Context: an optimization exercise on an open-source flow, tuned for small area. The choices shown serve that exercise and are no tape-out recipe. Where RTL was checked, it was by simulation tests only, not by an equivalence proof against the original. No functional check of the RTL was part of runs 3 and 4. No activity file was given, so power comes from the tool's default toggle rates.

File: run.sh
#!/bin/bash
# synth_recipe.tcl (not shown) runs the flow's synth.tcl, then flattens the netlist and writes it again
# the make line also repeats each setting of config.mk as NAME=value (left out here)
make -C /OpenROAD-flow-scripts/flow DESIGN_CONFIG=/design/flow/config.mk WORK_HOME=/design/flow/orfs CLKGATE_MAP_FILE= SYNTH_SCRIPT=/design/flow/synth_recipe.tcl finish
File: config.mk
export PLATFORM = sky130hd
export DESIGN_NAME = grahzm_core
export DESIGN_NICKNAME = grahzm_core
export VERILOG_FILES = /design/flow/design.v
export SDC_FILE = /design/flow/constraint.sdc
export NUM_CORES = 4
export LEC_CHECK = 0
export CAP_MARGIN = 20
export CORE_MARGIN = 2
export CORE_UTILIZATION = 40
export CTS_CLUSTER_DIAMETER = 60
export CTS_CLUSTER_SIZE = 30
export SLEW_MARGIN = 20
export SYNTH_HIERARCHICAL = 1
File: constraint.sdc
create_clock -name core_clock -period 5.5 [get_ports {clk}]
set_input_delay 1.1000 -clock core_clock [delete_from_list [all_inputs] [get_ports {clk}]]
set_output_delay 1.1000 -clock core_clock [all_outputs]
set_load 0.01 [all_outputs]
File: design.v
module grahzm_core #(
   parameter int WIDTH = 8,
   parameter int RAM_DEPTH = 256,
   parameter int PC_WIDTH = 8
) (
   input  logic                clk,
   input  logic                rst,
   output logic [PC_WIDTH-1:0] prog_addr,
   input  logic [7:0]          prog_data,
   input  logic [WIDTH-1:0]    in_data,
   input  logic                in_valid,
   output logic                in_ready,
   output logic [WIDTH-1:0]    out_data,
   output logic                out_valid,
   input  logic                out_ready,
   output logic                stall
);
   logic [7:0] pc_q, pc_d;
   logic [7:0] r0_q, r1_q, r2_q, r3_q, r4_q, r5_q;
   logic [7:0] r0_d, r1_d, r2_d, r3_d, r4_d, r5_d;
   logic [7:0] out_data_q, out_data_d;
   logic out_valid_q, out_valid_d;
   logic [2047:0] ram_q;
   logic [1:0] cls;
   logic [2:0] src, dst, op;
   logic is_copy, need_in, need_out, blocked, go, ram_we, zero, neg, base, taken;
   logic [7:0] src_val, reg_val, alu, rdata, wcol;
   logic [15:0] hi, lo;
   logic [255:0] nsel, wstb, nwstb;
   logic [15:0] lo_we;
   assign cls = prog_data[7:6];
   assign src = prog_data[5:3];
   assign dst = prog_data[2:0];
   assign op = prog_data[2:0];
   always_comb begin
      for (int i = 0; i < 16; i++) begin
         hi[i] = r4_q[7:4] == 4'(i);
         lo[i] = r4_q[3:0] == 4'(i);
         lo_we[i] = lo[i] & ram_we;
      end
      for (int k = 0; k < 256; k++) begin
         nsel[k] = ~(hi[k / 16] & lo[k % 16]);
         wstb[k] = hi[k / 16] & lo_we[k % 16];
         nwstb[k] = ~(hi[k / 16] & lo_we[k % 16]);
      end
   end
   for (genvar b = 0; b < 8; b++) begin : g_rd
      logic [63:0] grp;
      for (genvar g = 0; g < 64; g++) begin : g_grp
         logic [3:0] col;
         for (genvar w = 0; w < 4; w++) begin : g_w
            assign col[w] = ram_q[(g*4+w)*8+b];
         end
         grahzm_rd4 u_rd (.q(col), .nsel(nsel[g*4+3:g*4]), .z(grp[g]));
      end
      assign rdata[b] = &grp;
   end
   for (genvar k = 0; k < 256; k++) begin : g_word
      grahzm_ram_word u_word (.clk(clk), .wstb(wstb[k]), .nwstb(nwstb[k]), .wd(wcol), .q(ram_q[k*8+7:k*8]));
   end
   always_comb begin
      case (src)
         3'd0: reg_val = r0_q;
         3'd1: reg_val = r1_q;
         3'd2: reg_val = r2_q;
         3'd3: reg_val = r3_q;
         3'd4: reg_val = r4_q;
         default: reg_val = r5_q;
      endcase
   end
   always_comb begin
      is_copy = cls == 2'b10;
      need_in = is_copy && src == 3'd7;
      need_out = is_copy && dst == 3'd7;
      blocked = (need_in && !in_valid) || (need_out && out_valid_q && !out_ready);
      go = !rst && !blocked;
      ram_we = go && is_copy && dst == 3'd6 && src != 3'd6;
      src_val = src == 3'd7 ? in_data : src == 3'd6 ? rdata : reg_val;
      wcol = src == 3'd7 ? in_data : reg_val;
   end
   always_comb begin
      alu = '0;
      case (op)
         3'd0: alu = r1_q | r2_q;
         3'd1: alu = ~(r1_q & r2_q);
         3'd2: alu = ~(r1_q | r2_q);
         3'd3: alu = r1_q & r2_q;
         3'd4: alu = r1_q + r2_q;
         3'd5: alu = r1_q - r2_q;
         3'd6: alu = r1_q ^ r2_q;
         default: alu = r1_q << 1;
      endcase
   end
   always_comb begin
      zero = r3_q == '0;
      neg = r3_q[7];
      base = op[1:0] == 2'd0 ? 1'b0 : op[1:0] == 2'd1 ? zero : op[1:0] == 2'd2 ? neg : zero | neg;
      taken = base ^ op[2];
   end
   always_comb begin
      pc_d = pc_q;
      r0_d = r0_q;
      r1_d = r1_q;
      r2_d = r2_q;
      r3_d = r3_q;
      r4_d = r4_q;
      r5_d = r5_q;
      out_data_d = out_data_q;
      out_valid_d = out_valid_q && !out_ready;
      if (go) begin
         pc_d = (cls == 2'b11 && taken) ? r0_q : pc_q + 1'b1;
         if (cls == 2'b00) r0_d = 8'(prog_data[5:0]);
         if (cls == 2'b01) r3_d = alu;
         if (is_copy) begin
            case (dst)
               3'd0: r0_d = src_val;
               3'd1: r1_d = src_val;
               3'd2: r2_d = src_val;
               3'd3: r3_d = src_val;
               3'd4: r4_d = src_val;
               3'd5: r5_d = src_val;
               default: ;
            endcase
         end
         if (need_out) begin
            out_data_d = src_val;
            out_valid_d = 1'b1;
         end
      end
   end
   assign prog_addr = rst ? '0 : pc_q;
   assign stall = !rst && blocked;
   assign in_ready = !rst && need_in && !blocked;
   assign out_data = out_data_q;
   assign out_valid = out_valid_q;
   always_ff @(posedge clk) begin
      if (rst) begin
         pc_q <= '0;
         r0_q <= '0;
         r1_q <= '0;
         r2_q <= '0;
         r3_q <= '0;
         r4_q <= '0;
         r5_q <= '0;
         out_data_q <= '0;
         out_valid_q <= 1'b0;
      end else begin
         pc_q <= pc_d;
         r0_q <= r0_d;
         r1_q <= r1_d;
         r2_q <= r2_d;
         r3_q <= r3_d;
         r4_q <= r4_d;
         r5_q <= r5_d;
         out_data_q <= out_data_d;
         out_valid_q <= out_valid_d;
      end
   end
endmodule
module grahzm_ram_word (
   input  logic       clk,
   input  logic       wstb,
   input  logic       nwstb,
   input  logic [7:0] wd,
   output logic [7:0] q
);
   always_ff @(posedge clk) q <= (q | {8{wstb}}) & ({8{nwstb}} | wd);
endmodule
module grahzm_rd4 (
   input  logic [3:0] q,
   input  logic [3:0] nsel,
   output logic        z
);
   assign z = &(q | nsel);
endmodule
==> flow_summary.toml, run 1 <==
[clock_tree]
clk_pin_slew_ns = 0.08
cts_htree_levels = 4
insertion_delay_ns = 0.83
post_cts_buffers = 0
numCtsBuffers = 134
cts_resized = 0
cts_hold_buf = 0
clockBufferDepth = 3
cts_tree = "built"
cts.sinks = 2113
cts_root_buf = "clkbuf_16"

[sta]
fin_tns_setup_ns = 0
max_freq_mhz = 199
worstMarginPinSlew_ns = 1.16
finalSetupViolations = 0
rsz0062_at_grt = "false"
finalCritPeriodShare = 0.913
final-max-slew-violation-count = 0
finalHoldViolations = 0
finalWorstSetupSlack_ns = 0.477
min_period_ns = 5.02
fin_skew_ns = 0.0280
slew_headroom = 0.222

[grt]
overflow = 0
grt_pass1_wl_mm = 396
met1_usage = 0.344
grt_pass1_vias = 62092
grt_util_met3 = 0.0439
antenna_found_initial = 15
met2_usage = 0.397
busiest_layer = "met2"
grt_max_degree = 119
grt_usage = 0.251

[outcome]
status = "finished clean"

[cells_and_area]
layout_common_cells = "dfxtp_1, o22a_1, o22ai_1, nor2_1, nand2_1"
utilization = 0.428
mostFrequentLayoutCell = "dfxtp_1"
drive_gt1_frac = 0.0590
area_delta_synth_final_pct = 6.58
design_area_mm2 = 0.0862
nets = 7545

[worst_setup_path]
cp-end-kind = "register"
crit_arrival_ns = 5.77
cp.required_ns = 6.25
crit_type = "register to register"
worstPathCellList = "nand2b_1 > nor3_2 > buf_4 > buf_4 > nand2_1 > o22ai_1 > nor2_1 > nand4_1 > or4_1 > nor3_1 > nand4_1 > nand2_1 > o21ai_0 > a21oi_1"
slowest_delay_ns = 0.76
crit_buf_inv = 2
timing.rr.start = "r4_q[1]$_SDFFE_PP0P_"
cp-start-kind = "register"
crit_start = "r4_q[1]$_SDFFE_PP0P_"
critPathSlowestCell = "or4_1"
cp_max_fo = 14
r2r_setup_slack_ns = 0.48
critPathTopFamily = "simple AND/OR/NAND/NOR gates"

[floorplanning]
pin_count = 39
dieArea_mm2 = 0.206
dieWidth_um = 454
dieHeight_um = 454
rows = 165
core_area_mm2 = 0.201
start_util = 0.401

[yosys]
avgSynthCellArea_um2 = 10.3
dominantRegCellSynth = "dfxtp_1"
synth-seq-area-share = 0.523
async_flop_share = 0
syn_area_mm2 = 0.0809
synth_cell_types = 66
synth-edff-count = 0
syn_inst = 7861
ys.warnings.count = 8
ys_ff_latch = 2113

[placement]
dp_slack_ns = 0.638
portBuffers = 38
place_congestion = 0.897
placed_area_mm2 = 0.0814
dpl.hpwl_mm = 177

[route]
drt_iter0_markers = 6829
first_pass_iters = 8
avgRoutedWirePerCell_um = 26.1
ant_nets = 0
drc_errors = 0
routed_via_density = 6.35
routed_wl_mm = 268
vias = 65314

[pwr]
p_leak_nw = 34.1
peakVddDrop_v = 0.000348
power_density_mw_per_mm2 = 325

[job]
cap_violations = 0

[min_path]
hold_class = "register to register"
hp-start = "g_word[222].u_word.q[4]$_DFF_P_"
report_power, final:
part | internal [mW] | switching [mW] | leakage (nW)
logic | 0.363 | 0.983 | 14.7
registers | 15.3 | 0.0316 | 17.0
clock network | 5.42 | 5.92 | 2.31
path summary, 6_finish.rpt:
path | endpoint | depth (start not counted)
max | r3_q[6]$_SDFFE_PP0P_ | 14
min reg2reg | g_word[222].u_word.q[4]$_DFF_P_ | 1
min | g_word[222].u_word.q[4]$_DFF_P_ | 1
max reg2reg | r3_q[6]$_SDFFE_PP0P_ | 14
stage by stage:
stage	total power, mW	hold WS, ns	std cells
3_3_place_gp	17.0	0.454	10034
4_1_cts	28.2	0.480	10281
5_1_grt	28.8	0.489	10281
2_1_floorplan	16.4	0.449	7861
3_5_place_dp	17.0	0.462	10035
6_report	28.0	0.475	10283
modules after synthesis (local to each module, per instance):
module | cell area [um^2] | flops+latches | times used
grahzm_core | 9470 | 65 | 1
grahzm_ram_word | 246 | 8 | 256
grahzm_rd4 | 16.3 | 0 | 512
state kept, by name, summed over array words and instances (netlist names):
| name | count |
|---|---|
| r1_q | 8 |
| out_valid_q | 1 |
| r2_q | 8 |
| r0_q | 8 |
| r5_q | 8 |
| r3_q | 8 |
| out_data_q | 8 |
| r4_q | 8 |
| pc_q | 8 |
| g_word.u_word.q | 2048 |
synth_stat cells, types with 6 or more instances:
| cell | number | area (um^2) |
|---|---|---|
| nand2b_1 | 17 | 106 |
| and3_1 | 8 | 50.1 |
| o22ai_1 | 1035 | 6470 |
| a21oi_1 | 36 | 180 |
| nor4_1 | 27 | 169 |
| o22a_1 | 2050 | 18000 |
| nand3_1 | 14 | 70.1 |
| nand4_1 | 139 | 870 |
| nor2_1 | 612 | 2300 |
| nand2_1 | 564 | 2120 |
| o21ai_0 | 54 | 270 |
| nor3_1 | 29 | 145 |
| inv_1 | 266 | 998 |
| ha_1 | 25 | 313 |
| inv_2 | 13 | 48.8 |
| buf_4 | 12 | 90.1 |
| and2_1 | 17 | 106 |
| dfxtp_1 | 2113 | 42300 |
| clkbuf_1 | 86 | 323 |
| mux2i_1 | 29 | 290 |
| buf_6 | 257 | 2890 |
| a211oi_1 | 29 | 218 |
| xnor2_1 | 11 | 96.3 |
| buf_2 | 297 | 1490 |
| nor2b_1 | 20 | 125 |
| a22o_1 | 6 | 52.6 |
area by class of cell:
cell class	count	area, um^2
well taps	2672	3340
repair buffers	159	1730
clock buffers	156	3640
inverters	280	1050
fillers	19473	115000
diodes	2	5.00
clock inverters	90	1140
flip-flops and latches	2113	42300
multi-input cells	4811	33000
routing by layer:
layer	share of wire	up-vias
met5	0.00019	-
met4	0.036	8
met2	0.45	2557
met1	0.44	32887
met3	0.079	478
li1	-	29384
kinds of logic (layout without fill, tap and decap cells):
logic type | Yosys count | after routing | synth area share
adders and majority gates | 26 | 26 | 0.00411
xor gates and xnor gates | 14 | 14 | 0.00152
AOI/OAI and AO/OA | 3279 | 3279 | 0.318
muxes | 33 | 33 | 0.00428
DFF | 2113 | 2113 | 0.523
buffers and inverters | 937 | 685 | 0.0725
other | 0 | 2 | 0
and+or+nand+nor | 1459 | 1459 | 0.0765
==> run 2: changes to the inputs <==
--- a/config.mk
+++ b/config.mk
@@ -8,7 +8,7 @@
 export CAP_MARGIN = 20
 export CORE_MARGIN = 2
 export CORE_UTILIZATION = 40
-export CTS_CLUSTER_DIAMETER = 60
-export CTS_CLUSTER_SIZE = 30
+export CTS_CLUSTER_DIAMETER = 100
+export CTS_CLUSTER_SIZE = 28
 export SLEW_MARGIN = 20
 export SYNTH_HIERARCHICAL = 1
==> flow_summary.toml, run 2 <==
[min_path]
hold_class = "register to register"

[clock_tree]
cts_hold_buf = 0
cts_htree_levels = 3
cts_resized = 0
cts.sinks = 2113
numCtsBuffers = 86
cts_tree = "built"
cts_root_buf = "clkbuf_16"
post_cts_buffers = 0
clk_pin_slew_ns = 0.11
clockBufferDepth = 3
insertion_delay_ns = 0.77

[route]
avgRoutedWirePerCell_um = 26.3
first_pass_iters = 6
wl_met2_mm = 120
met1_length_mm = 117
drc_errors = 0
routed_wl_mm = 267
ant_nets = 0
highest_layer = "met5"
drt_iter0_markers = 6562
vias = 64624
wl_met3_mm = 20.4
routed_via_density = 6.38

[sta]
slew_headroom = 0.220
min_period_ns = 5.10
rsz0062_at_grt = "false"
worstMarginPinSlew_ns = 1.16
fin_tns_setup_ns = 0
finalCritPeriodShare = 0.926
whs_ns = 0.480
finalHoldViolations = 0
fin_skew_ns = 0.0273
finalWorstSetupSlack_ns = 0.405
final-max-slew-violation-count = 0
finalSetupViolations = 0
max_freq_mhz = 196

[yosys]
netlist_top_cells_area = "dfxtp_1, o22a_1, o22ai_1"
synth_top_family_by_area = "compound AO/OA/AOI/OAI gates"
synth-compound-area-share = 0.318
synth_cell_types = 66
avgSynthCellArea_um2 = 10.3
synth_most_common_cell = "dfxtp_1"
synth-seq-area-share = 0.523
synth_xor_area_frac = 0.00152
syn_inst = 7861
synth_fa_ha_area_frac = 0.00411
muxShareOfSynthArea = 0.00428
async_flop_share = 0
synth_top_area_cell = "dfxtp_1"
synth_top_cell_area_share = 0.523
ys.warnings.count = 8
synthTopCellsByCount = "dfxtp_1, o22a_1, o22ai_1"
ys_ff_latch = 2113
syn_area_mm2 = 0.0809
dominantRegCellSynth = "dfxtp_1"
synth-simple-area-share = 0.0765
synth-edff-count = 0

[placement]
dpl.hpwl_mm = 177
dp_slack_ns = 0.638
portBuffers = 38
place_congestion = 0.897

[floorplanning]
dieArea_mm2 = 0.206
dieWidth_um = 454
rows = 165
core_area_mm2 = 0.201
pin_count = 39
start_util = 0.401
dieHeight_um = 454

[pwr]
power_density_mw_per_mm2 = 292
peakVddDrop_v = 0.000252
p_leak_nw = 32.9

[cells_and_area]
drive_gt1_frac = 0.0410
mostFrequentLayoutCell = "dfxtp_1"
layout_common_cells = "dfxtp_1, o22a_1, o22ai_1, nor2_1, nand2_1"
utilization = 0.416
top_register = "g_word.u_word.q"
nets = 7497
largest_register_ffs = 2048
area_delta_synth_final_pct = 3.57
fillCellCount = 19651

[grt]
grt_usage = 0.249
overflow = 0
grt_pass1_wl_mm = 394
grt_pass1_vias = 61682
antenna_found_initial = 15
grt_max_degree = 119

[worst_setup_path]
slowest_delay_ns = 0.78
cp-start-kind = "register"
cp_max_fo = 12
cp.required_ns = 6.20
critPathTopFamily = "simple AND/OR/NAND/NOR gates"
worstPathCellList = "nand2b_1 > nor3_2 > buf_4 > buf_4 > nand2_1 > o22ai_1 > nor2_1 > nand4_1 > or4_1 > nor3_1 > nand4_1 > nand2_1 > o21ai_0 > a21oi_1"
crit_buf_inv = 2
cp-end-kind = "register"
crit_arrival_ns = 5.79
crit_type = "register to register"
critPathSlowestCell = "or4_1"

[outcome]
status = "finished clean"

[job]
cap_violations = 0
run 2: per-layer routing:
layer / track usage / vias up
li1: - / 29161
met1: 0.344 / 32524
met2: 0.396 / 2471
met3: 0.0394 / 454
met5: 0 / -
met4: 0.0839 / 14
run 2: final timing paths:
check / from / end / slack, ns / cells past startpoint
min: g_word[211].u_word.q[6]$_DFF_P_ / g_word[211].u_word.q[6]$_DFF_P_ / 0.48 / 1
max reg2reg: r4_q[1]$_SDFFE_PP0P_ / r3_q[6]$_SDFFE_PP0P_ / 0.40 / 14
max: r4_q[1]$_SDFFE_PP0P_ / r3_q[6]$_SDFFE_PP0P_ / 0.40 / 14
min reg2reg: g_word[211].u_word.q[6]$_DFF_P_ / g_word[211].u_word.q[6]$_DFF_P_ / 0.48 / 1
run 2: final cells by class:
type / instances / area (um^2) / share of cell area
tap: 2672 / 3340 / 0.0399
inverter: 280 / 1050 / 0.0125
multi-input combinational: 4811 / 33000 / 0.394
clock buffer: 90 / 2250 / 0.0269
clock inverter: 7 / 90.1 / 0.00108
timing repair buffer: 159 / 1730 / 0.0206
antenna: 4 / 10.0 / 0.000119
sequential: 2113 / 42300 / 0.505
run 2: cell families (layout without fill, tap and decap cells):
kind of cell    Yosys count  after routing
flops                  2113           2113
simple gates           1459           1459
xor+xnor                 14             14
buf+inv                 937            536
mux                      33             33
fa+ha+maj                26             26
compound gates         3279           3279
other cells               0              4
run 2: worst register-to-register path, delay by kind of cell (launching register included):
family / cells / cell delay, ns
buffers and inverters: 2 / 0.63
AO/OA/AOI/OAI: 3 / 0.41
flip-flops: 1 / 0.58
AND/OR/NAND/NOR: 9 / 3.41
run 2: metrics by stage:
stage          std cells  area (um^2)  total power, mW
5_1_grt            10134        83800             25.2
4_1_cts            10132        83800             24.6
2_1_floorplan       7861        80900             16.4
3_5_place_dp       10035        81400             17.0
6_report           10136        83800             24.5
3_3_place_gp       10034        81400             17.0
run 2: Yosys stat by module, one instance, submodules excluded:
module	flops+latches	area [um^2]	cells	times used
grahzm_rd4	0	16.3	3	512
grahzm_core	65	9470	1717	1
grahzm_ram_word	8	246	18	256
run 2: where the power goes:
group,total [mW],internal (mW),switching (mW)
sequential,15.4,15.3,0.0317
combinational,1.35,0.363,0.984
clock,7.79,2.98,4.81
total,24.5,18.7,5.83
==> run 3: changes to the inputs <==
--- a/design.v
+++ b/design.v
@@ -45,15 +45,11 @@
       end
    end
    for (genvar b = 0; b < 8; b++) begin : g_rd
-      logic [63:0] grp;
-      for (genvar g = 0; g < 64; g++) begin : g_grp
-         logic [3:0] col;
-         for (genvar w = 0; w < 4; w++) begin : g_w
-            assign col[w] = ram_q[(g*4+w)*8+b];
-         end
-         grahzm_rd4 u_rd (.q(col), .nsel(nsel[g*4+3:g*4]), .z(grp[g]));
+      logic [127:0] pz;
+      for (genvar g = 0; g < 128; g++) begin : g_pair
+         grahzm_rd2 u_rd (.q({ram_q[(2*g+1)*8+b], ram_q[(2*g)*8+b]}), .nsel(nsel[2*g+1:2*g]), .z(pz[g]));
       end
-      assign rdata[b] = &grp;
+      assign rdata[b] = ~|pz;
    end
    for (genvar k = 0; k < 256; k++) begin : g_word
       grahzm_ram_word u_word (.clk(clk), .wstb(wstb[k]), .nwstb(nwstb[k]), .wd(wcol), .q(ram_q[k*8+7:k*8]));
@@ -166,10 +162,10 @@
 );
    always_ff @(posedge clk) q <= (q | {8{wstb}}) & ({8{nwstb}} | wd);
 endmodule
-module grahzm_rd4 (
-   input  logic [3:0] q,
-   input  logic [3:0] nsel,
-   output logic        z
+module grahzm_rd2 (
+   input  logic [1:0] q,
+   input  logic [1:0] nsel,
+   output logic       z
 );
-   assign z = &(q | nsel);
+   assign z = ~&(q | nsel);
 endmodule
==> flow_summary.toml, run 3 <==
[outcome]
status = "failed layout checks"
violations = "setup timing"

[grt]
grt_pass1_vias = 61256
met1_usage = 0.385
grt_util_met3 = 0.0546
busiest_layer = "met2"
antenna_found_initial = 31
grt_usage = 0.282
met2_usage = 0.425
overflow = 0
grt_pass1_wl_mm = 430
grt_max_degree = 107

[cells_and_area]
area_delta_synth_final_pct = 4.88
layout_common_cells = "dfxtp_1, o22a_1, o22ai_1, nand2_1, inv_1"
instances_no_fill = 9883
largest_register_ffs = 2048
top_register = "g_word.u_word.q"
fillCellCount = 18978
drive_gt1_frac = 0.0580
nets = 7257
mostFrequentLayoutCell = "dfxtp_1"

[clock_tree]
cts_resized = 0
cts_tree = "built"
clockBufferDepth = 3
cts.sinks = 2113
cts_root_buf = "clkbuf_16"
insertion_delay_ns = 0.77
cts_hold_buf = 0
numCtsBuffers = 87
cts_htree_levels = 3
post_cts_buffers = 0
clk_pin_slew_ns = 0.12

[sta]
worstMarginPinSlew_ns = 1.39
final-max-slew-violation-count = 0
fin_skew_ns = 0.0369
finalHoldViolations = 0
finalWorstSetupSlack_ns = -0.0195
fin_tns_setup_ns = -0.0574
rsz0062_at_grt = "false"
finalCritPeriodShare = 1.00
finalSetupViolations = 4
min_period_ns = 5.52
slew_headroom = 0.0645
max_freq_mhz = 181

[worst_setup_path]
r2r_setup_slack_ns = -0.02
crit_start = "r4_q[7]$_SDFFE_PP0P_"
critPathSlowestCell = "nor4_1"
cp-end-kind = "register"
worstPathCellList = "nand2b_1 > nor2_2 > buf_4 > nand2_1 > o22ai_1 > nor4_1 > and4_1 > nand3_1 > nor4_1 > a21oi_1 > buf_4 > a211oi_1"
ff2ff_path_depth = 12
crit_type = "register to register"
critPathTopFamily = "simple AND/OR/NAND/NOR gates"
cp-start-kind = "register"
cp.required_ns = 6.19
slowest_delay_ns = 1.11
crit_end = "r5_q[2]$_SDFFE_PP0P_"
timing.rr.start = "r4_q[7]$_SDFFE_PP0P_"
crit_buf_inv = 2
cp_max_fo = 17
rr_endpoint = "r5_q[2]$_SDFFE_PP0P_"
path_depth = 12
crit_arrival_ns = 6.21

[route]
drt_iter0_markers = 8360
routed_wl_mm = 302
avgRoutedWirePerCell_um = 30.5
routed_via_density = 6.67
vias = 65921
drc_errors = 0
ant_nets = 0
first_pass_iters = 6

[pwr]
finalPower_mw = 24.6
p_leak_nw = 33.0
power_density_mw_per_mm2 = 293
peakVddDrop_v = 0.000242

[yosys]
synth_top_cell_area_share = 0.529
syn_inst = 7515
avgSynthCellArea_um2 = 10.6
async_flop_share = 0
synth_cell_types = 73
synth-seq-area-share = 0.529
synthTopCellsByCount = "dfxtp_1, o22a_1, o22ai_1"
synth-edff-count = 0
synth_top_area_cell = "dfxtp_1"
synth_most_common_cell = "dfxtp_1"
dominantRegCellSynth = "dfxtp_1"
netlist_top_cells_area = "dfxtp_1, o22a_1, o22ai_1"
syn_area_mm2 = 0.0800
ys_ff_latch = 2113
ys.warnings.count = 8

[min_path]
hold_depth = 1
hold_class = "register to register"

[floorplanning]
pin_count = 39
dieWidth_um = 451
start_util = 0.401
dieArea_mm2 = 0.204
core_area_mm2 = 0.199
dieHeight_um = 451
rows = 164

[job]
cap_violations = 0

[placement]
dp_cells = 9776
place_congestion = 0.948
portBuffers = 38
dpl.hpwl_mm = 210
dp_slack_ns = 0.271
## run 3: changes by cell type in the layout (fill, tap and decap cells not counted), moves of 19 or more
cell,change
nor2_1,-529
nor4_1,+212
buf_4,+102
nand4_1,-81
nor4_2,+38
and2_1,+19
## run 3: final cells by class
type | instances | area, um^2 | area share
multi-input combinational | 4464 | 32200 | 0.384
inverter | 280 | 1050 | 0.0125
sequential | 2113 | 42300 | 0.504
clock buffer | 92 | 2290 | 0.0273
tap | 2656 | 3320 | 0.0396
timing repair buffer | 265 | 2550 | 0.0304
clock inverter | 7 | 111 | 0.00133
antenna | 6 | 15.0 | 0.000179
## run 3: how the worst min path moves through the flow
stage / startpoint / end / slack (ns)
floorplan: g_word[101].u_word.q[0]$_DFF_P_ / g_word[101].u_word.q[0]$_DFF_P_ / 0.45
finish: g_word[177].u_word.q[6]$_DFF_P_ / g_word[177].u_word.q[6]$_DFF_P_ / 0.48
global placement: g_word[216].u_word.q[6]$_DFF_P_ / g_word[216].u_word.q[6]$_DFF_P_ / 0.45
global route: g_word[232].u_word.q[7]$_DFF_P_ / g_word[232].u_word.q[7]$_DFF_P_ / 0.49
CTS: g_word[177].u_word.q[7]$_DFF_P_ / g_word[177].u_word.q[7]$_DFF_P_ / 0.48
detailed placement: g_word[11].u_word.q[3]$_DFF_P_ / g_word[11].u_word.q[3]$_DFF_P_ / 0.46
## run 3: cells by family (layout without fill, tap and decap cells)
family,Yosys count,count (layout),synth area share
xor gates and xnor gates,17,17,0.00186
DFF,2113,2113,0.529
adders and majority gates,26,26,0.00416
buffers and inverters,938,644,0.0734
and+or+nand+nor,1133,1133,0.0682
AOI/OAI and AO/OA,3272,3272,0.321
muxes,16,16,0.00233
other,0,6,0
## run 3: per-module statistics from Yosys, one instance, submodules excluded
module | cell area (um^2) | cells | flip-flops and latches
grahzm_core | 10500 | 1883 | 65
grahzm_ram_word | 246 | 18 | 8
grahzm_rd2 | 6.26 | 1 | 0
## run 3: worst reg2reg max path, delay by kind of cell (launching register included)
family / cells / cell delay (ns)
buffers and inverters: 2 / 0.55
AO/OA/AOI/OAI: 3 / 0.63
flip-flops: 1 / 0.60
AND/OR/NAND/NOR: 7 / 3.67
## run 3: stage by stage
stage                     area, um^2  hold slack [ns]  utilization
after floorplan                80100            0.449            -
after global placement         81300            0.454        0.408
after detailed placement       81400            0.462        0.409
after CTS                      83800            0.481        0.421
after global routing           83900            0.494        0.421
final                          83900            0.479        0.421
## run 3: where the power goes
group / switching [mW] / total [mW] / internal [mW]
clock: 4.90 / 7.94 / 3.04
combinational: 0.922 / 1.27 / 0.346
sequential: 0.0329 / 15.4 / 15.3
total: 5.86 / 24.6 / 18.7
## run 3: routing by layer
layer	share of wire	up-vias	routed length [um]
met5	0.00053	-	161
met4	0.057	26	17300
met3	0.095	591	28600
met2	0.43	3194	130000
met1	0.42	33437	126000
li1	-	28673	-
==> run 4: changes to the inputs <==
--- a/design.v
+++ b/design.v
@@ -26,7 +26,8 @@
    logic is_copy, need_in, need_out, blocked, go, ram_we, zero, neg, base, taken;
    logic [7:0] src_val, reg_val, alu, rdata, wcol;
    logic [15:0] hi, lo;
-   logic [255:0] nsel, wstb, nwstb;
+   logic [255:0] wstb, nwstb;
+   logic [15:0] nlo;
    logic [15:0] lo_we;
    assign cls = prog_data[7:6];
    assign src = prog_data[5:3];
@@ -38,18 +39,23 @@
          lo[i] = r4_q[3:0] == 4'(i);
          lo_we[i] = lo[i] & ram_we;
       end
+      nlo = ~lo;
       for (int k = 0; k < 256; k++) begin
-         nsel[k] = ~(hi[k / 16] & lo[k % 16]);
          wstb[k] = hi[k / 16] & lo_we[k % 16];
          nwstb[k] = ~(hi[k / 16] & lo_we[k % 16]);
       end
    end
    for (genvar b = 0; b < 8; b++) begin : g_rd
-      logic [127:0] pz;
-      for (genvar g = 0; g < 128; g++) begin : g_pair
-         grahzm_rd2 u_rd (.q({ram_q[(2*g+1)*8+b], ram_q[(2*g)*8+b]}), .nsel(nsel[2*g+1:2*g]), .z(pz[g]));
+      logic [15:0] rz;
+      for (genvar i = 0; i < 16; i++) begin : g_row
+         logic [7:0] pz;
+         for (genvar g = 0; g < 8; g++) begin : g_pair
+            grahzm_rd2 u_rd (.q({ram_q[(i*16+2*g+1)*8+b], ram_q[(i*16+2*g)*8+b]}),
+                             .nsel(nlo[2*g+1:2*g]), .z(pz[g]));
+         end
+         assign rz[i] = hi[i] & |pz;
       end
-      assign rdata[b] = ~|pz;
+      assign rdata[b] = ~|rz;
    end
    for (genvar k = 0; k < 256; k++) begin : g_word
       grahzm_ram_word u_word (.clk(clk), .wstb(wstb[k]), .nwstb(nwstb[k]), .wd(wcol), .q(ram_q[k*8+7:k*8]));
==> flow_summary.toml, run 4 <==
[outcome]
status = "finished clean"

[grt]
antenna_found_initial = 9
met2_usage = 0.422
met1_usage = 0.368
overflow = 0
grt_pass1_vias = 62676
grt_util_met3 = 0.0554
busiest_layer = "met2"
grt_pass1_wl_mm = 424
grt_usage = 0.276
grt_max_degree = 158

[yosys]
synth_cell_types = 70
synth_most_common_cell = "dfxtp_1"
syn_inst = 7367
synth_top_area_cell = "dfxtp_1"
async_flop_share = 0
dominantRegCellSynth = "dfxtp_1"
syn_area_mm2 = 0.0796
synthTopCellsByCount = "dfxtp_1, o22a_1, o22ai_1"
synth-seq-area-share = 0.531
netlist_top_cells_area = "dfxtp_1, o22a_1, o22ai_1"
ys.warnings.count = 8
synth_top_cell_area_share = 0.531
ys_ff_latch = 2113
synth-edff-count = 0
avgSynthCellArea_um2 = 10.8

[cells_and_area]
fillCellCount = 18784
drive_gt1_frac = 0.0643
multi_input_area_mm2 = 0.0329
ff_latch_area_mm2 = 0.0423
mostFrequentLayoutCell = "dfxtp_1"
largest_register_ffs = 2048
area_delta_synth_final_pct = 5.64
instances_no_fill = 9769
layout_common_cells = "dfxtp_1, o22a_1, o22ai_1, nor2_1, nand2_1"
top_register = "g_word.u_word.q"
nets = 7162

[clock_tree]
cts.sinks = 2113
numCtsBuffers = 86
cts_hold_buf = 0
cts_root_buf = "clkbuf_16"
clk_pin_slew_ns = 0.11
cts_tree = "built"
cts_resized = 0
post_cts_buffers = 0
insertion_delay_ns = 0.80
cts_htree_levels = 3
clockBufferDepth = 3

[sta]
max_freq_mhz = 188
finalCritPeriodShare = 0.969
fin_skew_ns = 0.0472
slew_headroom = 0.176
worstMarginPinSlew_ns = 1.22
whs_ns = 0.482
min_period_ns = 5.33
finalHoldViolations = 0
final-max-slew-violation-count = 0
rsz0062_at_grt = "false"
finalSetupViolations = 0

[floorplanning]
core_area_mm2 = 0.198
rows = 163
pin_count = 39
start_util = 0.403
dieArea_mm2 = 0.203
dieWidth_um = 450
dieHeight_um = 450

[pwr]
peakVddDrop_v = 0.000213
power_density_mw_per_mm2 = 292
p_leak_nw = 30.5

[route]
routed_via_density = 6.74
drc_errors = 0
vias = 65834
first_pass_iters = 7
avgRoutedWirePerCell_um = 30.0
routed_wl_mm = 293
drt_iter0_markers = 7786
ant_nets = 0

[min_path]
hold_depth = 1
min_to = "g_word[93].u_word.q[4]$_DFF_P_"
hold_class = "register to register"
hp-start = "g_word[93].u_word.q[4]$_DFF_P_"

[worst_setup_path]
timing.rr.start = "r4_q[0]$_SDFFE_PP0P_"
cp-start-kind = "register"
crit_arrival_ns = 6.00
rr_endpoint = "r1_q[0]$_SDFFE_PP0P_"
cp.required_ns = 6.18
crit_type = "register to register"
r2r_setup_slack_ns = 0.17
cp-end-kind = "register"
ff2ff_path_depth = 11
cp_max_fo = 33

[placement]
place_congestion = 0.917
dpl.hpwl_mm = 190
dp_cells = 9666
portBuffers = 38

[job]
cap_violations = 0
-- run 4: cell count changes after synthesis, moves of 13 or more --
cell and delta:
nor4_1 +13, nor2_1 +274, nand4_1 -55, a21oi_1 +125, nand2_1 -245, inv_1 -252
-- run 4: layout make-up --
type,count,area share
antenna,6,0.000178
clock buffer,87,0.0259
clock inverter,8,0.00122
inverter,27,0.00120
multi-input combinational,4582,0.391
sequential,2113,0.503
tap,2640,0.0393
timing repair buffer,306,0.0379
-- run 4: worst max path at each step --
stage / startpoint / to / slack, ns
2_1_floorplan: prog_data[3] / g_word[0].u_word.q[0]$_DFF_P_ / -1.08
3_3_place_gp: r4_q[0]$_SDFFE_PP0P_ / out_data_q[4]$_SDFFE_PP0P_ / 0.31
3_5_place_dp: r4_q[0]$_SDFFE_PP0P_ / r3_q[7]$_SDFFE_PP0P_ / 0.34
4_1_cts: r4_q[0]$_SDFFE_PP0P_ / r3_q[7]$_SDFFE_PP0P_ / 0.29
5_1_grt: r4_q[0]$_SDFFE_PP0P_ / r1_q[0]$_SDFFE_PP0P_ / 0.14
6_report: r4_q[0]$_SDFFE_PP0P_ / r1_q[0]$_SDFFE_PP0P_ / 0.17
-- run 4: Yosys stat by module (local to each module, per instance) --
module / flip-flops and latches / area, um^2 / cells inside / copies in the design
grahzm_rd2: 0 / 6.26 / 1 / 1024
grahzm_core: 65 / 10100 / 1735 / 1
grahzm_ram_word: 8 / 246 / 18 / 256
-- run 4: routing by layer --
metal | up-vias | wire [um]
li1 | 28635 | -
met5 | - | 35
met2 | 3147 | 129000
met1 | 33378 | 122000
met4 | 6 | 16400
met3 | 668 | 25800
-- run 4: through the flow --
step	TNS (ns)	setup WS, ns	utilization	cell area, um^2	power, mW
final	0	0.172	0.426	84100	24.6
after global routing	0	0.139	0.426	84100	25.2
after CTS	0	0.288	0.425	84100	24.6
after detailed placement	0	0.342	0.414	81800	17.1
after global placement	0	0.307	0.414	81700	17.1
after floorplan	-888.84	-1.08	-	79700	16.5
-- run 4: cell families (layout without fill, tap and decap cells) --
family	after synthesis	in the layout	synth area share
multiplexers	29	29	0.00401
adder cells (fa/ha/maj)	26	26	0.00418
AND/OR/NAND/NOR	1116	1116	0.0676
buffers and inverters	672	428	0.0611
other	0	6	0
AO/OA/AOI/OAI	3397	3397	0.330
flip-flops	2113	2113	0.531
XOR/XNOR	14	14	0.00154
-- run 4: power by group --
part           switching [mW]  leakage, nW  internal [mW]
Sequential             0.0337         17.0           15.3
Clock                    4.86         1.12           2.89
Combinational            1.02         12.4          0.422
Total                    5.91         30.5           18.6
-- run 4: worst max-delay path, cell delays in order (launching register included) --
cell and delay [ns]:
dfxtp_1 0.79, nor2_1 0.40, nand2_4 0.52, buf_12 0.28, o22ai_1 0.14, nor4_1 0.71, a21oi_1 0.30, nor4_1 1.04
and3_1 0.31, a31oi_1 0.13, buf_4 0.26, a211oi_1 0.25
==> run 5: changes to the inputs <==
--- a/design.v
+++ b/design.v
@@ -26,8 +26,7 @@
    logic is_copy, need_in, need_out, blocked, go, ram_we, zero, neg, base, taken;
    logic [7:0] src_val, reg_val, alu, rdata, wcol;
    logic [15:0] hi, lo;
-   logic [255:0] wstb, nwstb;
-   logic [15:0] nlo;
+   logic [255:0] nsel, wstb;
    logic [15:0] lo_we;
    assign cls = prog_data[7:6];
    assign src = prog_data[5:3];
@@ -39,26 +38,20 @@
          lo[i] = r4_q[3:0] == 4'(i);
          lo_we[i] = lo[i] & ram_we;
       end
-      nlo = ~lo;
       for (int k = 0; k < 256; k++) begin
+         nsel[k] = ~(hi[k / 16] & lo[k % 16]);
          wstb[k] = hi[k / 16] & lo_we[k % 16];
-         nwstb[k] = ~(hi[k / 16] & lo_we[k % 16]);
       end
    end
    for (genvar b = 0; b < 8; b++) begin : g_rd
-      logic [15:0] rz;
-      for (genvar i = 0; i < 16; i++) begin : g_row
-         logic [7:0] pz;
-         for (genvar g = 0; g < 8; g++) begin : g_pair
-            grahzm_rd2 u_rd (.q({ram_q[(i*16+2*g+1)*8+b], ram_q[(i*16+2*g)*8+b]}),
-                             .nsel(nlo[2*g+1:2*g]), .z(pz[g]));
-         end
-         assign rz[i] = hi[i] & |pz;
+      logic [127:0] pz;
+      for (genvar g = 0; g < 128; g++) begin : g_pair
+         grahzm_rd2 u_rd (.q({ram_q[(2*g+1)*8+b], ram_q[(2*g)*8+b]}), .nsel(nsel[2*g+1:2*g]), .z(pz[g]));
       end
-      assign rdata[b] = ~|rz;
+      assign rdata[b] = ~|pz;
    end
    for (genvar k = 0; k < 256; k++) begin : g_word
-      grahzm_ram_word u_word (.clk(clk), .wstb(wstb[k]), .nwstb(nwstb[k]), .wd(wcol), .q(ram_q[k*8+7:k*8]));
+      grahzm_ram_word u_word (.clk(clk), .wstb(wstb[k]), .nsel(nsel[k]), .wd(wcol), .q(ram_q[k*8+7:k*8]));
    end
    always_comb begin
       case (src)
@@ -78,7 +71,7 @@
       go = !rst && !blocked;
       ram_we = go && is_copy && dst == 3'd6 && src != 3'd6;
       src_val = src == 3'd7 ? in_data : src == 3'd6 ? rdata : reg_val;
-      wcol = src == 3'd7 ? in_data : reg_val;
+      wcol = !ram_we ? 8'hff : src == 3'd7 ? in_data : reg_val;
    end
    always_comb begin
       alu = '0;
@@ -162,11 +155,11 @@
 module grahzm_ram_word (
    input  logic       clk,
    input  logic       wstb,
-   input  logic       nwstb,
+   input  logic       nsel,
    input  logic [7:0] wd,
    output logic [7:0] q
 );
-   always_ff @(posedge clk) q <= (q | {8{wstb}}) & ({8{nwstb}} | wd);
+   always_ff @(posedge clk) q <= (q | {8{wstb}}) & ({8{nsel}} | wd);
 endmodule
 module grahzm_rd2 (
    input  logic [1:0] q,
--- a/config.mk
+++ b/config.mk
@@ -10,5 +10,6 @@
 export CORE_UTILIZATION = 40
 export CTS_CLUSTER_DIAMETER = 100
 export CTS_CLUSTER_SIZE = 28
+export SETUP_SLACK_MARGIN = 0.2
 export SLEW_MARGIN = 20
 export SYNTH_HIERARCHICAL = 1
==> flow_summary.toml, run 5 <==
[outcome]
status = "finished clean"

[worst_setup_path]
crit_arrival_ns = 5.80
cp_max_fo = 16
cp.required_ns = 6.14
cp-end-kind = "register"
cp-start-kind = "register"
crit_type = "register to register"

[yosys]
ys_ff_latch = 2113
netlist_top_cells_area = "dfxtp_1, o22a_1, o22ai_1"
synth_top_cell_area_share = 0.537
dominantRegCellSynth = "dfxtp_1"
synth-seq-area-share = 0.537
synth_cell_types = 67
avgSynthCellArea_um2 = 10.9
syn_area_mm2 = 0.0788
ys.warnings.count = 8
synthTopCellsByCount = "dfxtp_1, o22a_1, o22ai_1"
synth-edff-count = 0
syn_inst = 7197
synth_most_common_cell = "dfxtp_1"
async_flop_share = 0
synth_top_area_cell = "dfxtp_1"

[grt]
grt_max_degree = 120
grt_pass1_vias = 58364
grt_usage = 0.264
overflow = 0
antenna_found_initial = 14
grt_pass1_wl_mm = 397

[route]
avgRoutedWirePerCell_um = 28.4
first_pass_iters = 6
routed_wl_mm = 276
ant_nets = 0
routed_via_density = 6.58
vias = 63797
drt_iter0_markers = 7107
drc_errors = 0

[placement]
place_congestion = 0.904
portBuffers = 38
dpl.hpwl_mm = 190
dp_slack_ns = 0.170
dp_cells = 9586

[sta]
finalWorstSetupSlack_ns = 0.337
worstMarginPinSlew_ns = 1.27
finalHoldViolations = 0
fin_skew_ns = 0.0609
rsz0062_at_grt = "false"
slew_headroom = 0.147
finalCritPeriodShare = 0.939
max_freq_mhz = 194
min_period_ns = 5.16
finalSetupViolations = 0
whs_ns = 0.477
final-max-slew-violation-count = 0

[clock_tree]
cts_tree = "built"
cts_root_buf = "clkbuf_16"
post_cts_buffers = 0
cts_resized = 1
cts_hold_buf = 0
cts_htree_levels = 3
clk_pin_slew_ns = 0.11
numCtsBuffers = 87
cts.sinks = 2113
clockBufferDepth = 3
insertion_delay_ns = 0.79

[cells_and_area]
drive_gt1_frac = 0.0770
top_register = "g_word.u_word.q"
fillCellCount = 18541
largest_register_ffs = 2048
instances_no_fill = 9699
mostFrequentLayoutCell = "dfxtp_1"
nets = 7098
area_delta_synth_final_pct = 6.35
layout_common_cells = "dfxtp_1, o22a_1, o22ai_1, nor2_1, buf_4"

[floorplanning]
core_area_mm2 = 0.195
dieHeight_um = 448
start_util = 0.403
dieWidth_um = 448
dieArea_mm2 = 0.200
rows = 162
pin_count = 39

[min_path]
hold_class = "register to register"

[pwr]
switching_share = 0.220
power_density_mw_per_mm2 = 285
peakVddDrop_v = 0.000264
seqPwrFrac = 0.643
internal-power_mw = 18.6
p_clk_frac = 0.336
comb_power_share = 0.021
p_leak_nw = 30.9
switching_power_mw = 5.25

[job]
cap_violations = 0
-- run 5: cell count changes after synthesis, moves of 7 or more --
cell / previous run / this run
clkbuf_1: 88 / 97
mux2i_1: 24 / 15
o21ai_0: 44 / 20
nand2_1: 326 / 315
buf_2: 286 / 263
nand3_1: 16 / 25
nand4_1: 3 / 54
nand2_4: 8 / 0
a21oi_1: 164 / 40
nor4_1: 285 / 274
and4_1: 1 / 8
-- run 5: cell families after synthesis --
logic type                 Yosys count  share of synthesized area
AOI/OAI and AO/OA                 3238                      0.324
xor gates and xnor gates            17                    0.00189
adders and majority gates           26                    0.00423
buffers and inverters              648                     0.0601
DFF                               2113                      0.537
muxes                               26                    0.00434
and+or+nand+nor                   1129                     0.0683
-- run 5: path summary, 6_finish.rpt --
kind	startpoint	slack [ns]	end	cells past startpoint
max	r4_q[0]$_SDFFE_PP0P_	0.34	r0_q[5]$_SDFFE_PP0P_	12
min	g_word[11].u_word.q[7]$_DFF_P_	0.48	g_word[11].u_word.q[7]$_DFF_P_	1
max reg2reg	r4_q[0]$_SDFFE_PP0P_	0.34	r0_q[5]$_SDFFE_PP0P_	12
min reg2reg	g_word[11].u_word.q[7]$_DFF_P_	0.48	g_word[11].u_word.q[7]$_DFF_P_	1
-- run 5: power groups by stage --
stage               Clock [mW]  Combinational, mW  Sequential [mW]
floorplan                    0              0.272             15.7
global placement             0              0.489             15.7
detailed placement           0              0.495             15.7
CTS                       8.13              0.497             15.4
global route              8.63              0.531             15.4
finish                    8.01              0.511             15.4
-- run 5: cell type report --
cell class | instances | area [um^2] | area share
Sequential cell | 2113 | 42300 | 0.505
Multi-Input combinational cell | 4436 | 32100 | 0.383
Tap cell | 2624 | 3280 | 0.0392
Clock inverter | 13 | 245 | 0.00293
Antenna cell | 6 | 15.0 | 0.000179
Inverter | 21 | 78.8 | 0.000941
Clock buffer | 93 | 2240 | 0.0268
Timing Repair Buffer | 393 | 3540 | 0.0422
-- run 5: per-stage QoR --
stage                     utilization  total power [mW]  setup TNS [ns]  cell area [um^2]
after floorplan                     -              16.0        -1881.36             78800
after global placement          0.416              16.2               0             81200
after detailed placement        0.416              16.2               0             81200
after CTS                       0.429              24.0               0             83700
after global routing            0.429              24.5               0             83700
final                           0.429              23.9               0             83800
-- run 5: per-layer routing --
metal  share of wire  GRT usage  vias up  wire [um]
met4           0.044      0.107        6      12200
met2            0.44      0.409     2541     122000
met3           0.082     0.0439      452      22500
met1            0.43      0.365    32548     119000
li1                -          -    28250          -
met5         0.00015          0        -         40
-- run 5: critical path, stage by stage, from the launching register on --
cell and delay, ns:
dfxtp_1 0.63, nand2b_1 0.31, nor2_2 0.17, buf_4 0.27, nand2_1 0.52, o22ai_1 0.33, nor4_2 0.67, buf_4 0.22
nand4_1 0.21, nor4_2 0.63, buf_4 0.22, a2bb2oi_1 0.25, a2111oi_0 0.53
-- run 5: per-module statistics from Yosys, one instance, submodules excluded --
| module | copies in the design | cells inside |
|---|---|---|
| grahzm_ram_word | 256 | 18 |
| grahzm_core | 1 | 1565 |
| grahzm_rd2 | 1024 | 1 |
==> run 6: changes to the inputs <==
==> flow/run.sh (new file) <==
#!/bin/bash
# The standard layout (standard.sh: the standard synthesis and ORFS flow) with
# three layout choices changed:
#  - the buffers Yosys/ABC put into the netlist are removed at floorplan
#    (REMOVE_ABC_BUFFERS=1) and global placement is not timing driven, so
#    buffers are only added where the later repair steps need them;
#  - the port buffers are sky130_fd_sc_hd__buf_1, the smallest buffer (ORFS
#    picks a larger delay buffer by default); every port still gets one.
# The full make output goes to standard_flow.log here; ORFS's own per-step logs
# are under orfs/logs.
set -euo pipefail
cd "$(dirname "$0")/.."
export REMOVE_ABC_BUFFERS=1
export GPL_TIMING_DRIVEN=0
export BUFFER_PORTS_ARGS="-buffer_cell sky130_fd_sc_hd__buf_1"
bash standard.sh finish > standard_flow.log 2>&1
==> standard.sh (new file) <==
#!/bin/bash
# synth_recipe.tcl (not shown) runs the flow's synth.tcl, then flattens the netlist and writes it again
# the make line also repeats each setting of config.mk as NAME=value (left out here)
make -C /OpenROAD-flow-scripts/flow DESIGN_CONFIG=/design/flow/config.mk WORK_HOME=/design/flow/orfs CLKGATE_MAP_FILE= SYNTH_SCRIPT=/design/flow/synth_recipe.tcl "${@:-finish}"
--- a/config.mk
+++ b/config.mk
@@ -10,6 +10,5 @@
 export CORE_UTILIZATION = 40
 export CTS_CLUSTER_DIAMETER = 100
 export CTS_CLUSTER_SIZE = 28
-export SETUP_SLACK_MARGIN = 0.2
 export SLEW_MARGIN = 20
 export SYNTH_HIERARCHICAL = 1
removed: run.sh
==> flow_summary.toml, run 6 <==
[min_path]
hold_class = "register to register"

[clock_tree]
cts_hold_buf = 0
cts_htree_levels = 3
clk_pin_slew_ns = 0.11
clockBufferDepth = 3
cts_root_buf = "clkbuf_16"
numCtsBuffers = 85
cts.sinks = 2113
post_cts_buffers = 0
insertion_delay_ns = 0.75
cts_tree = "built"

[job]
cap_violations = 0

[route]
ant_nets = 0
first_pass_iters = 6
drt_iter0_markers = 6803
avgRoutedWirePerCell_um = 28.3
routed_wl_mm = 268
routed_via_density = 6.61
drc_errors = 0
vias = 62543

[worst_setup_path]
critPathTopFamily = "simple AND/OR/NAND/NOR gates"
crit_arrival_ns = 6.16
cp-end-kind = "register"
crit_buf_inv = 4
cpMostUsedCell = "buf_4"
critPathSlowestCell = "nor4_1"
slowest_delay_ns = 0.81
crit_type = "register to register"
cp-start-kind = "register"
cp_max_fo = 16
worstPathCellList = "nand2b_1 > nor3_2 > buf_4 > buf_4 > buf_6 > buf_4 > nand2_1 > o22ai_1 > nor4_2 > nand4_1 > nor4_1 > a2bb2oi_1 > a2111oi_0"
cp.required_ns = 6.15

[grt]
grt_pass1_wl_mm = 386
grt_usage = 0.256
grt_pass1_vias = 56954
overflow = 0
grt_max_degree = 57
antenna_found_initial = 11

[floorplanning]
dieHeight_um = 448
core_area_mm2 = 0.195
rows = 162
dieWidth_um = 448
pin_count = 39
start_util = 0.403
dieArea_mm2 = 0.200

[cells_and_area]
largest_register_ffs = 2048
top_register = "g_word.u_word.q"
layout_common_cells = "dfxtp_1, o22a_1, o22ai_1, nor2_1, nand2_1"
fillCellCount = 18538
instances_no_fill = 9464
drive_gt1_frac = 0.0530
mostFrequentLayoutCell = "dfxtp_1"
area_delta_synth_final_pct = 4.89
nets = 6875
design_area_mm2 = 0.0826

[placement]
portBuffers = 38
dpl.hpwl_mm = 184
dp_cells = 9366
place_congestion = 0.863
placed_area_mm2 = 0.0802
dp_slack_ns = -0.255

[pwr]
internal-power_mw = 18.4
comb_power_share = 0.020
peakVddDrop_v = 0.000261
finalPower_mw = 23.5
p_clk_frac = 0.326
switching_power_mw = 5.07
switching_share = 0.216
p_leak_nw = 30.3
power_density_mw_per_mm2 = 284
seqPwrFrac = 0.654

[yosys]
synth-edff-count = 0
syn_inst = 7197
ys_ff_latch = 2113
synth_cell_types = 67
dominantRegCellSynth = "dfxtp_1"
synthTopCellsByCount = "dfxtp_1, o22a_1, o22ai_1"
synth_most_common_cell = "dfxtp_1"
netlist_top_cells_area = "dfxtp_1, o22a_1, o22ai_1"
syn_area_mm2 = 0.0788
async_flop_share = 0
synth-seq-area-share = 0.537
synth_top_area_cell = "dfxtp_1"
ys.warnings.count = 8
avgSynthCellArea_um2 = 10.9
synth_top_cell_area_share = 0.537

[sta]
final-max-slew-violation-count = 0
rsz0062_at_grt = "true"
slew_headroom = 0.0660
finalWorstSetupSlack_ns = -0.0177
fin_skew_ns = 0.0301
finalSetupViolations = 2
finalHoldViolations = 0
max_freq_mhz = 181
worstMarginPinSlew_ns = 1.39
min_period_ns = 5.52
finalCritPeriodShare = 1.00

[outcome]
violations = "setup timing"
status = "failed layout checks"
run 6: logic make-up (layout without fill, tap and decap cells):
group | after synthesis | count (layout) | synth area share
multiplexers | 26 | 26 | 0.00434
buffers and inverters | 648 | 287 | 0.0601
XOR/XNOR | 17 | 17 | 0.00189
flip-flops | 2113 | 2113 | 0.537
adder cells (fa/ha/maj) | 26 | 26 | 0.00423
AND/OR/NAND/NOR | 1129 | 1129 | 0.0683
AO/OA/AOI/OAI | 3238 | 3238 | 0.324
other | 0 | 4 | 0
run 6: worst reg2reg max path: stages, from the launching register on:
cell	delay, ns
dfxtp_1	0.61
nand2b_1	0.40
nor3_2	0.17
buf_4	0.21
buf_4	0.20
buf_6	0.16
buf_4	0.17
nand2_1	0.39
o22ai_1	0.18
nor4_2	0.73
nand4_1	0.38
nor4_1	0.81
a2bb2oi_1	0.51
a2111oi_0	0.49
run 6: Yosys stat by module, one instance, submodules excluded:
module	area (um^2)	copies in the design
grahzm_ram_word	246	256
grahzm_rd2	6.26	1024
grahzm_core	9250	1
run 6: area by class of cell:
type                            instances  area [um^2]  share of cell area
Antenna cell                            4         10.0            0.000121
Clock buffer                           91         2230              0.0271
Clock inverter                          3         18.8            0.000227
Inverter                               21         78.8            0.000954
Multi-Input combinational cell       4436        32400               0.392
Sequential cell                      2113        42300               0.512
Tap cell                             2624         3280              0.0397
Timing Repair Buffer                  172         2300              0.0278
run 6: per-stage QoR:
| step | setup TNS (ns) | hold WS, ns | util |
|---|---|---|---|
| 3_3_place_gp | - | 0.453 | 0.397 |
| 4_1_cts | 0 | 0.485 | 0.423 |
| 2_1_floorplan | -3652.28 | 0.449 | - |
| 5_1_grt | -0.0925 | 0.493 | 0.423 |
| 3_5_place_dp | -1.66 | 0.462 | 0.411 |
| 6_report | -0.0246 | 0.480 | 0.423 |
run 6: power groups by stage:
stage	sequential (mW)	combinational, mW	clock, mW
finish	15.4	0.474	7.65
CTS	15.4	0.461	7.78
global route	15.4	0.494	8.28
floorplan	15.7	0.241	0
detailed placement	15.7	0.455	0
global placement	15.7	0.426	0
run 6: worst paths after layout:
path                                    from  cells after the start  slack (ns)                         endpoint
min          g_word[219].u_word.q[7]$_DFF_P_                      1        0.48  g_word[219].u_word.q[7]$_DFF_P_
min reg2reg  g_word[219].u_word.q[7]$_DFF_P_                      1        0.48  g_word[219].u_word.q[7]$_DFF_P_
max                     r4_q[1]$_SDFFE_PP0P_                     13       -0.02             r0_q[3]$_SDFFE_PP0P_
max reg2reg             r4_q[1]$_SDFFE_PP0P_                     13       -0.02             r0_q[3]$_SDFFE_PP0P_
run 6: timing repair:
item	4_1_cts	5_1_grt
endpoints found under the setup margin	18	12
pin swaps	0	1
resized for setup	7	14
run 6: routing by layer:
metal | track usage | vias up | wire [um]
met2 | 0.396 | 2317 | 119000
met1 | 0.354 | 31953 | 116000
met5 | 0 | - | 58
li1 | - | 27829 | -
met3 | 0.0439 | 436 | 20500
met4 | 0.103 | 8 | 12100
==> run 7: changes to the inputs <==
--- a/config.mk
+++ b/config.mk
@@ -5,10 +5,11 @@
 export SDC_FILE = /design/flow/constraint.sdc
 export NUM_CORES = 4
 export LEC_CHECK = 0
-export CAP_MARGIN = 20
+export CAP_MARGIN = 15
 export CORE_MARGIN = 2
 export CORE_UTILIZATION = 40
 export CTS_CLUSTER_DIAMETER = 100
 export CTS_CLUSTER_SIZE = 28
-export SLEW_MARGIN = 20
+export SETUP_SLACK_MARGIN = 0.3
+export SLEW_MARGIN = 5
 export SYNTH_HIERARCHICAL = 1
==> flow_summary.toml, run 7 <==
[outcome]
status = "finished clean"

[sta]
worstMarginPinSlew_ns = 1.32
finalWorstSetupSlack_ns = 0.286
final-max-slew-violation-count = 0
rsz0062_at_grt = "true"
finalSetupViolations = 0
slew_headroom = 0.110
finalCritPeriodShare = 0.948
fin_skew_ns = 0.0543
max_freq_mhz = 192
min_period_ns = 5.21
finalHoldViolations = 0

[grt]
grt_usage = 0.256
grt_pass1_wl_mm = 386
grt_pass1_vias = 57155
antenna_found_initial = 12
grt_max_degree = 67
overflow = 0

[worst_setup_path]
worstPathCellList = "nand2b_1 > nor3_2 > buf_6 > buf_4 > nand2_1 > o22ai_1 > nor4_1 > nand4_1 > nor4_1 > buf_2 > a2bb2oi_2 > a2111oi_0"
crit_type = "register to register"
cp_max_fo = 16
crit_start = "r4_q[3]$_SDFFE_PP0P_"
slowest_delay_ns = 1.10
critPathTopFamily = "simple AND/OR/NAND/NOR gates"
cp-end-kind = "register"
cp.required_ns = 6.17
critPathSlowestCell = "nor4_1"
timing.rr.start = "r4_q[3]$_SDFFE_PP0P_"
crit_buf_inv = 3
crit_arrival_ns = 5.88
cpMostUsedCell = "nor4_1"
cp-start-kind = "register"

[min_path]
hp-start = "g_word[120].u_word.q[7]$_DFF_P_"
hold_class = "register to register"

[cells_and_area]
layout_common_cells = "dfxtp_1, o22a_1, o22ai_1, nor2_1, nand2_1"
drive_gt1_frac = 0.0550
nets = 6877
largest_register_ffs = 2048
top_register = "g_word.u_word.q"
mostFrequentLayoutCell = "dfxtp_1"
area_delta_synth_final_pct = 5.05
utilization = 0.424
fillCellCount = 18534

[pwr]
p_leak_nw = 30.2
power_density_mw_per_mm2 = 284
peakVddDrop_v = 0.000237

[route]
ant_nets = 0
routed_wl_mm = 267
routed_via_density = 6.58
drc_errors = 0
drt_iter0_markers = 6675
vias = 62313
avgRoutedWirePerCell_um = 28.3
first_pass_iters = 9

[yosys]
async_flop_share = 0
syn_area_mm2 = 0.0788
synth-seq-area-share = 0.537
synthTopCellsByCount = "dfxtp_1, o22a_1, o22ai_1"
synth_cell_types = 67
ys_ff_latch = 2113
netlist_top_cells_area = "dfxtp_1, o22a_1, o22ai_1"
synth_top_cell_area_share = 0.537
synth_most_common_cell = "dfxtp_1"
synth-edff-count = 0
syn_inst = 7197
ys.warnings.count = 8
dominantRegCellSynth = "dfxtp_1"
synth_top_area_cell = "dfxtp_1"
avgSynthCellArea_um2 = 10.9

[floorplanning]
core_area_mm2 = 0.195
dieHeight_um = 448
rows = 162
dieWidth_um = 448
pin_count = 39
start_util = 0.403
dieArea_mm2 = 0.200

[clock_tree]
cts.sinks = 2113
cts_htree_levels = 3
cts_root_buf = "clkbuf_16"
clockBufferDepth = 3
post_cts_buffers = 0
numCtsBuffers = 85
clk_pin_slew_ns = 0.11
cts_tree = "built"
insertion_delay_ns = 0.78

[placement]
portBuffers = 38
dpl.hpwl_mm = 186
place_congestion = 0.863
dp_slack_ns = -0.170

[job]
cap_violations = 0
-- run 7: report_power, final --
part	internal, mW	switching [mW]	total [mW]
clock	2.91	4.76	7.66
sequential	15.3	0.0335	15.4
combinational	0.162	0.318	0.479
total	18.4	5.11	23.5
-- run 7: worst register-to-register path, delay by kind of cell (launching register included) --
| family | cells | cell delay [ns] |
|---|---|---|
| AO/OA/AOI/OAI | 3 | 0.86 |
| buffers and inverters | 3 | 0.71 |
| flip-flops | 1 | 0.58 |
| AND/OR/NAND/NOR | 6 | 2.96 |
-- run 7: final cells by class --
| class | instances | area, um^2 | area share |
|---|---|---|---|
| Antenna cell | 1 | 2.50 | 0.0000302 |
| Clock inverter | 6 | 60.1 | 0.000726 |
| Clock buffer | 88 | 2200 | 0.0266 |
| Timing Repair Buffer | 174 | 2420 | 0.0293 |
| Inverter | 21 | 78.8 | 0.000953 |
| Tap cell | 2624 | 3280 | 0.0397 |
| Sequential cell | 2113 | 42300 | 0.511 |
| Multi-Input combinational cell | 4436 | 32400 | 0.391 |
-- run 7: metrics by stage --
step                      total power [mW]  instances  TNS (ns)  instance area (um^2)  hold slack (ns)
after floorplan                       15.9       6570  -3652.28                 74100            0.449
after global placement                16.1       9232         -                 77500            0.453
after detailed placement              16.2       9362    -0.512                 80000            0.462
after CTS                             23.6       9456         0                 82400            0.485
after global routing                  24.2       9462         0                 82700            0.493
final                                 23.5       9463         0                 82700            0.481
-- run 7: kinds of logic (layout without fill, tap and decap cells) --
| group | count (synthesis) | count (layout) | synth area share |
|---|---|---|---|
| AOI/OAI and AO/OA | 3238 | 3238 | 0.324 |
| xor gates and xnor gates | 17 | 17 | 0.00189 |
| adders and majority gates | 26 | 26 | 0.00423 |
| buffers and inverters | 648 | 289 | 0.0601 |
| DFF | 2113 | 2113 | 0.537 |
| muxes | 26 | 26 | 0.00434 |
| other | 0 | 1 | 0 |
| and+or+nand+nor | 1129 | 1129 | 0.0683 |
-- run 7: per-layer routing --
| metal | vias to the layer above | share of wire | global-route usage |
|---|---|---|---|
| li1 | 27855 | - | - |
| met1 | 31732 | 0.43 | 0.350 |
| met2 | 2253 | 0.44 | 0.395 |
| met3 | 463 | 0.080 | 0.0459 |
| met4 | 10 | 0.049 | 0.111 |
| met5 | - | 0.00027 | 0 |
-- run 7: path summary, 6_finish.rpt --
path | to | slack [ns] | cells after the start
worst min-delay path | g_word[120].u_word.q[7]$_DFF_P_ | 0.48 | 1
worst max-delay path | r0_q[5]$_SDFFE_PP0P_ | 0.29 | 12
worst max register to register | r0_q[5]$_SDFFE_PP0P_ | 0.29 | 12
worst min register to register | g_word[120].u_word.q[7]$_DFF_P_ | 0.48 | 1
-- run 7: modules after synthesis, one instance, submodules excluded --
module           times used  cells inside
grahzm_ram_word         256            18
grahzm_rd2             1024             1
grahzm_core               1          1565
-- run 7: what timing repair did --
action	in CTS	in global routing
endpoints found under the setup margin	32	45
hold buffers	0	0
gates resized for setup	20	38
pin swaps	1	5
==> run 8: changes to the inputs <==
--- a/config.mk
+++ b/config.mk
@@ -5,11 +5,12 @@
 export SDC_FILE = /design/flow/constraint.sdc
 export NUM_CORES = 4
 export LEC_CHECK = 0
-export CAP_MARGIN = 15
+export CAP_MARGIN = 20
 export CORE_MARGIN = 2
-export CORE_UTILIZATION = 40
+export CORE_UTILIZATION = 45
 export CTS_CLUSTER_DIAMETER = 100
 export CTS_CLUSTER_SIZE = 28
+export PLACE_DENSITY = 0.62
 export SETUP_SLACK_MARGIN = 0.3
 export SLEW_MARGIN = 5
 export SYNTH_HIERARCHICAL = 1
==> flow_summary.toml, run 8 <==
[worst_setup_path]
cp.required_ns = 6.15
slowest_delay_ns = 1.06
cpMostUsedCell = "buf_6"
cp-end-kind = "register"
crit_arrival_ns = 5.92
cp-start-kind = "register"
critPathSlowestCell = "nor4_1"

[route]
first_pass_iters = 6
drt_iter0_markers = 7018
vias = 62498
routed_via_density = 6.82
avgRoutedWirePerCell_um = 28.7

[yosys]
synth_most_common_cell = "dfxtp_1"
synth-edff-count = 0
synth_top_cell_area_share = 0.537
synth_cell_types = 67
dominantRegCellSynth = "dfxtp_1"
avgSynthCellArea_um2 = 10.9
synth-seq-area-share = 0.537
async_flop_share = 0
syn_inst = 7197
synth_top_area_cell = "dfxtp_1"
netlist_top_cells_area = "dfxtp_1, o22a_1, o22ai_1"
ys_ff_latch = 2113

[placement]
portBuffers = 38
dp_slack_ns = -0.0592
dpl.hpwl_mm = 183
dp_cells = 9064

[cells_and_area]
nets = 6877
instances_no_fill = 9166
utilization = 0.473
area_delta_synth_final_pct = 4.44
fillCellCount = 16163
largest_register_ffs = 2048
design_area_mm2 = 0.0823
mostFrequentLayoutCell = "dfxtp_1"
layout_common_cells = "dfxtp_1, o22a_1, o22ai_1, nor2_1, nand2_1"

[floorplanning]
start_util = 0.453
dieArea_mm2 = 0.178
rows = 153
dieHeight_um = 422
pin_count = 39
dieWidth_um = 422
core_area_mm2 = 0.174

[grt]
grt_pass1_wl_mm = 381
grt_usage = 0.281
antenna_found_initial = 18
overflow = 0
grt_max_degree = 68

[sta]
finalCritPeriodShare = 0.959
min_period_ns = 5.27
worstMarginPinSlew_ns = 1.23
fin_tns_setup_ns = 0
max_freq_mhz = 190
finalWorstSetupSlack_ns = 0.228
finalHoldViolations = 0
final-max-slew-violation-count = 0
fin_skew_ns = 0.0312
whs_ns = 0.481

[pwr]
peakVddDrop_v = 0.000266
finalPower_mw = 23.5
power_density_mw_per_mm2 = 285

[outcome]
status = "finished clean"

[clock_tree]
numCtsBuffers = 85
cts_tree = "built"
insertion_delay_ns = 0.76
clk_pin_slew_ns = 0.12
cts_htree_levels = 3
clockBufferDepth = 3

[min_path]
hold_class = "register to register"

[job]
cap_violations = 0
==> run 8: cell types whose count changed in the layout (fill, tap and decap cells not counted), moves of 2 or more <==
cell / previous run / this run
a2bb2oi_1: 1 / 4
a2bb2oi_2: 5 / 2
buf_12: 30 / 27
buf_16: 39 / 35
buf_2: 13 / 20
buf_4: 29 / 19
buf_6: 20 / 28
buf_8: 7 / 9
clkbuf_1: 0 / 2
clkinv_2: 0 / 2
diode_2: 1 / 3
inv_6: 5 / 1
==> run 8: per-layer routing <==
| layer | GRT usage | wire (um) | vias to the layer above | part of all wire |
|---|---|---|---|---|
| met4 | 0.124 | 13700 | 24 | 0.052 |
| li1 | - | - | 27795 | - |
| met2 | 0.429 | 115000 | 2501 | 0.44 |
| met3 | 0.0553 | 22500 | 528 | 0.086 |
| met1 | 0.384 | 111000 | 31650 | 0.42 |
| met5 | 0 | 161 | - | 0.00061 |
==> run 8: cells by family (layout without fill, tap and decap cells) <==
kind of cell             count (synthesis)  in the layout  share of synthesized area
AO/OA/AOI/OAI                         3238           3238                      0.324
XOR/XNOR                                17             17                    0.00189
adder cells (fa/ha/maj)                 26             26                    0.00423
buffers and inverters                  648            289                     0.0601
flip-flops                            2113           2113                      0.537
multiplexers                            26             26                    0.00434
other                                    0              3                          0
AND/OR/NAND/NOR                       1129           1129                     0.0683
==> run 8: area by class of cell <==
cell class                      instances  area [um^2]  area share
Tap cell                             2325         2910      0.0354
Multi-Input combinational cell       4436        32400       0.394
Sequential cell                      2113        42300       0.514
Timing Repair Buffer                  174         2330      0.0284
Inverter                               21         78.8    0.000958
Antenna cell                            3         7.51   0.0000913
Clock buffer                           91         2230      0.0272
Clock inverter                          3         18.8    0.000228
==> run 8: power breakdown <==
group,internal [mW],switching [mW]
registers,15.3,0.0324
clock network,2.92,4.71
logic,0.160,0.314
==> run 8: path summary, 6_finish.rpt <==
path / start / end / slack [ns] / cells after the start
setup / recovery: r4_q[0]$_SDFFE_PP0P_ / r0_q[2]$_SDFFE_PP0P_ / 0.23 / 12
setup reg to reg: r4_q[0]$_SDFFE_PP0P_ / r0_q[2]$_SDFFE_PP0P_ / 0.23 / 12
hold / removal: g_word[217].u_word.q[4]$_DFF_P_ / g_word[217].u_word.q[4]$_DFF_P_ / 0.48 / 1
hold reg to reg: g_word[217].u_word.q[4]$_DFF_P_ / g_word[217].u_word.q[4]$_DFF_P_ / 0.48 / 1
==> run 8: critical path, delay by kind of cell, from the launching register on <==
family / cells / cell delay (ns)
compound gates: 3 / 1.09
buf+inv: 3 / 0.50
flops: 1 / 0.59
simple gates: 6 / 2.99
==> run 8: timing repair <==
| item | 4_1_cts | 5_1_grt |
|---|---|---|
| hold endpoints to repair | 0 | 0 |
| cloned | 0 | 0 |
| pin swaps | 3 | 4 |
| setup endpoints to repair | 40 | 50 |
| gates resized for setup | 14 | 42 |
==> run 8: Yosys stat by module (local to each module, per instance) <==
module | times used | cells | cell area [um^2]
grahzm_ram_word | 256 | 18 | 246
grahzm_core | 1 | 1565 | 9250
grahzm_rd2 | 1024 | 1 | 6.26

what the ideal ports hide:
Ports are ideal in the flow. The routed layouts listed here were re-timed in OpenROAD. Step 1, drivers: a clkbuf_16 drives clk and a buf_2 each remaining input, both assumed. Step 2, shift: input delay + t, output delay - t, t = (earliest + latest rising clock arrival at the registers) / 2. This alone moves slack from input paths to output paths. a / b / c = no drivers / after step 1 / after step 2; a / b = the first two.
run | shift t [ns] | slack for setup (ns)
run 1 | 0.897 | 0.477 / 0.477 / 0.477
run 2 | 0.850 | 0.405 / 0.405 / 0.405
run 3 | 0.847 | -0.019 / -0.019 / -0.019
run 4 | 0.867 | 0.172 / 0.172 / 0.172
run 5 | 0.855 | 0.337 / 0.337 / 0.337
run 6 | 0.830 | -0.018 / -0.018 / -0.018
run 7 | 0.839 | 0.286 / 0.286 / 0.247
run 8 | 0.831 | 0.228 / 0.228 / 0.077
